From an optimization exercise on the open Yosys and OpenROAD flow, aimed at small area and a short achievable clock period; shortcuts taken in it are not production practice. RTL that was checked went through simulation tests only; none was proved equivalent to the original. No activity file was given, so power comes from the tool's default toggle rates.

Design lrm_sample_feeder, start of the top module:
module lrm_sample_feeder #(
    parameter int unsigned DEPTH     = 64,
    parameter int unsigned RES_DEPTH = 8
) (
    input  logic                 CLK,
    input  logic                 RESET_N,
    input  logic                 START,
    input  logic                 WR_EN,
    input  logic [lrm_pkg::SAMPLE_W-1:0]  WR_DATA,
    output logic                 FULL,
    input  logic                 LRM_READY,
    output logic [lrm_pkg::DATA_W-1:0]    LRM_XI,
    output logic [lrm_pkg::DATA_W-1:0]    LRM_YI,
    output logic                 LRM_PREDICT,
    output logic                 LRM_VALID,
    input  logic                 LRM_DONE,
    input  logic [lrm_pkg::DATA_W-1:0]    LRM_YP,
    input  logic [lrm_pkg::DATA_W-1:0]    LRM_A,
    input  logic [lrm_pkg::DATA_W-1:0]    LRM_B,
    input  logic                 RD_EN,
    output logic [lrm_pkg::RESULT_W-1:0]  RD_DATA,
    output logic                 RES_EMPTY,
    output logic [lrm_pkg::DATA_W-1:0]    TRAIN_CNT,
    output logic [lrm_pkg::DATA_W-1:0]    OUTSTANDING,
    output logic [lrm_pkg::CYCLE_W-1:0]   CYCLES,
    output logic                 BUSY,
    output logic                 FINISHED,
    output logic                 ERR
);
    localparam int unsigned SW  = lrm_pkg::SAMPLE_W;
    localparam int unsigned RW  = lrm_pkg::RESULT_W;
    localparam int unsigned SMD = DEPTH - 2;        
    localparam int unsigned RMD = RES_DEPTH - 1;    
    localparam int unsigned SCW = $clog2(DEPTH + 1);
  ...
For scale: roughly 1600 flip-flops, ~140 I/O pins.
==> flow/config.mk <==
export PLATFORM = sky130hd
export DESIGN_NAME = lrm_sample_feeder
export DESIGN_NICKNAME = lrm_sample_feeder
export VERILOG_FILES = /design/flow/design.v
export SDC_FILE = /design/flow/constraint.sdc
export NUM_CORES = 4
export LEC_CHECK = 0
export CAP_MARGIN = 20
export CORE_MARGIN = 2
export CORE_UTILIZATION = 45
export CTS_CLUSTER_DIAMETER = 120
export CTS_CLUSTER_SIZE = 25
export PLACE_DENSITY = 0.65
export SETUP_SLACK_MARGIN = 2.7
export SLEW_MARGIN = 20
export TNS_END_PERCENT = 100
==> flow/constraint.sdc <==
create_clock -name core_clock -period 5.0 [get_ports {CLK}]
set_input_delay 1.0000 -clock core_clock [delete_from_list [all_inputs] [get_ports {CLK}]]
set_output_delay 1.0000 -clock core_clock [all_outputs]
set_load 0.01 [all_outputs]
standard.sh (not shown) runs the stock make flow with config.mk's settings and CLKGATE_MAP_FILE= SYNTH_SCRIPT=/design/flow/synth_recipe.tcl, a recipe that flattens the netlist after the stock synthesis.
==> flow/flow/run.sh <==
#!/bin/bash
# The standard layout with two changes: plain buffers (buf_2) on the ports
# instead of the delay buffer buffer_ports picks by default, and timing repair
# free to change a cell's footprint while it resizes. The standard flow's full
# output goes to standard_flow.log; each tool's own log is under orfs/logs/.
set -euo pipefail
bash standard.sh BUFFER_PORTS_ARGS="-buffer_cell sky130_fd_sc_hd__buf_2" MATCH_CELL_FOOTPRINT=0 finish > standard_flow.log 2>&1
Then changed:
==> flow/flow/run.sh (replaced) <==
#!/bin/bash
# The standard layout with three changes: plain buffers (buf_2) on the ports
# instead of the delay buffer buffer_ports picks by default, and timing repair
# free to change a cell's footprint while it resizes.
set -euo pipefail
bash standard.sh BUFFER_PORTS_ARGS="-buffer_cell sky130_fd_sc_hd__buf_2" MATCH_CELL_FOOTPRINT=0 finish > standard_flow.log 2>&1
- CORE_UTILIZATION: 45 -> 40
- PLACE_DENSITY: 0.65 -> 0.6
Outcome: Total power rose by 0.60%. Core utilization went down by 5.2 points. Synthesized area stays the same. Cell area rises by 0.93%. Critical path depth stays the same.
Then changed:
- CORE_UTILIZATION: 40 -> 50
- PLACE_DENSITY: 0.6 -> 0.7
Register-to-register slack loses 0.13 ns.
Non-clock buffer count is lower by 18.
Global-route usage goes up by 3.9 points.
Synthesized area does not change.
Total power drops by 1.0%.
Worst hold slack improved by 0.13 ns.
Sequential share of layout area increases by 0.94 points.
Then changed:
- CORE_UTILIZATION: 50 -> 40
- PLACE_DENSITY: 0.7 -> 0.6
- SETUP_SLACK_MARGIN: 2.7 -> 2.6
Result: The new run passed the timing, design-rule and antenna checks; setup slack loses 0.083 ns; non-clock buffer count decreases by 44; synthesized cell count is unchanged; count of clock-buffer cells in the layout decreases by 1; global-route usage decreases by 2.6 points; core utilization decreases by 11 points; power barely changes; first-iteration DRC count increases by 7.0%; final cell count increases by about 7%.
Then changed:
- CORE_UTILIZATION: 40 -> 45
- PLACE_DENSITY: 0.6 -> 0.65
- SETUP_SLACK_MARGIN: 2.6 -> 2.7
Outcome:
- The changed run completed with no timing, DRC or antenna violations
- count of clock-buffer cells in the layout climbs by 10
- cell count drops by 3.6%
- design area barely changes


Another version of the RTL of lrm_sample_feeder (not shown whole).
Size: ~3,100 cells after synthesis, roughly 1,500 flip-flops.
Settings: LEC_CHECK=0, CAP_MARGIN=20, CORE_MARGIN=2, CORE_UTILIZATION=40, PLACE_DENSITY=0.6, SETUP_SLACK_MARGIN=2.7, SLEW_MARGIN=20, TNS_END_PERCENT=100; clock period 5.0 ns.
==> flow/flow/run.sh <==
#!/bin/bash
# The standard layout with three changes: plain buffers (buf_2) on the ports
# instead of the delay buffer buffer_ports picks by default, and timing repair
# free to change a cell's footprint while it resizes.
set -euo pipefail
bash standard.sh BUFFER_PORTS_ARGS="-buffer_cell sky130_fd_sc_hd__buf_2" MATCH_CELL_FOOTPRINT=0 finish > standard_flow.log 2>&1
Then changed:
--- a/flow/config.mk
+++ b/flow/config.mk
@@ -9,4 +9,4 @@
 export CORE_MARGIN = 2
-export CORE_UTILIZATION = 40
-export PLACE_DENSITY = 0.6
+export CORE_UTILIZATION = 55
+export PLACE_DENSITY = 0.75
 export SETUP_SLACK_MARGIN = 2.7
Result: The changed run completed without violations; global-route usage came out higher by 10 points; critical path depth stays the same; clock skew goes down by 0.0076 ns; first-iteration DRC count climbs by 23%; power went down by 2.1%; synthesized cell count does not change; clock power decreases by about 5%; design area went down by 1.4%; setup slack is worse by 0.063 ns; area after synthesis is unchanged.
No functional check of the RTL was part of any run of this note.

-- re-timing with driven ports --
The results above use ideal ports. As a check the final layouts listed here were re-extracted and re-timed, cells and wires unchanged.
Step 1 sets driving cells, clkbuf_16 on the clock port and buf_2 on the other inputs (assumed; they add their load-dependent delay and slew).
Step 2 times the ports against the registers' clock, not the clock port: input delays grow and output delays shrink by t, the midpoint of the rising clock arrivals with the driver on.
Three values: ideal, step 1, step 2; two values: the first two.
| run | t (ns) | setup slack, ns | worst slew at a driven data input, ns |
|---|---|---|---|
| the first run of note 1 | 0.736 | 2.685 / 2.615 / 2.161 | 0.07 |
| the second run of note 1 | 0.775 | 2.658 / 2.586 / 2.050 | 0.10 |
| the third run of note 1 | 0.742 | 2.681 / 2.611 / 2.065 | 0.08 |
| the fourth run of note 1 | 0.776 | 2.598 / 2.561 / 2.078 | 0.07 |
| the fifth run of note 1 | 0.736 | 2.685 / 2.615 / 2.161 | 0.07 |
| the first run of note 2 | 0.863 | 2.470 / 2.470 / 1.870 | 0.17 |
| the second run of note 2 | 0.821 | 2.407 / 2.407 / 1.798 | 0.07 |
After both steps setup and hold are still met in every run listed. For the third run of note 1, which loses most, drivers alone change the setup slack by -0.070 ns; drivers and shift together by -0.616 ns.
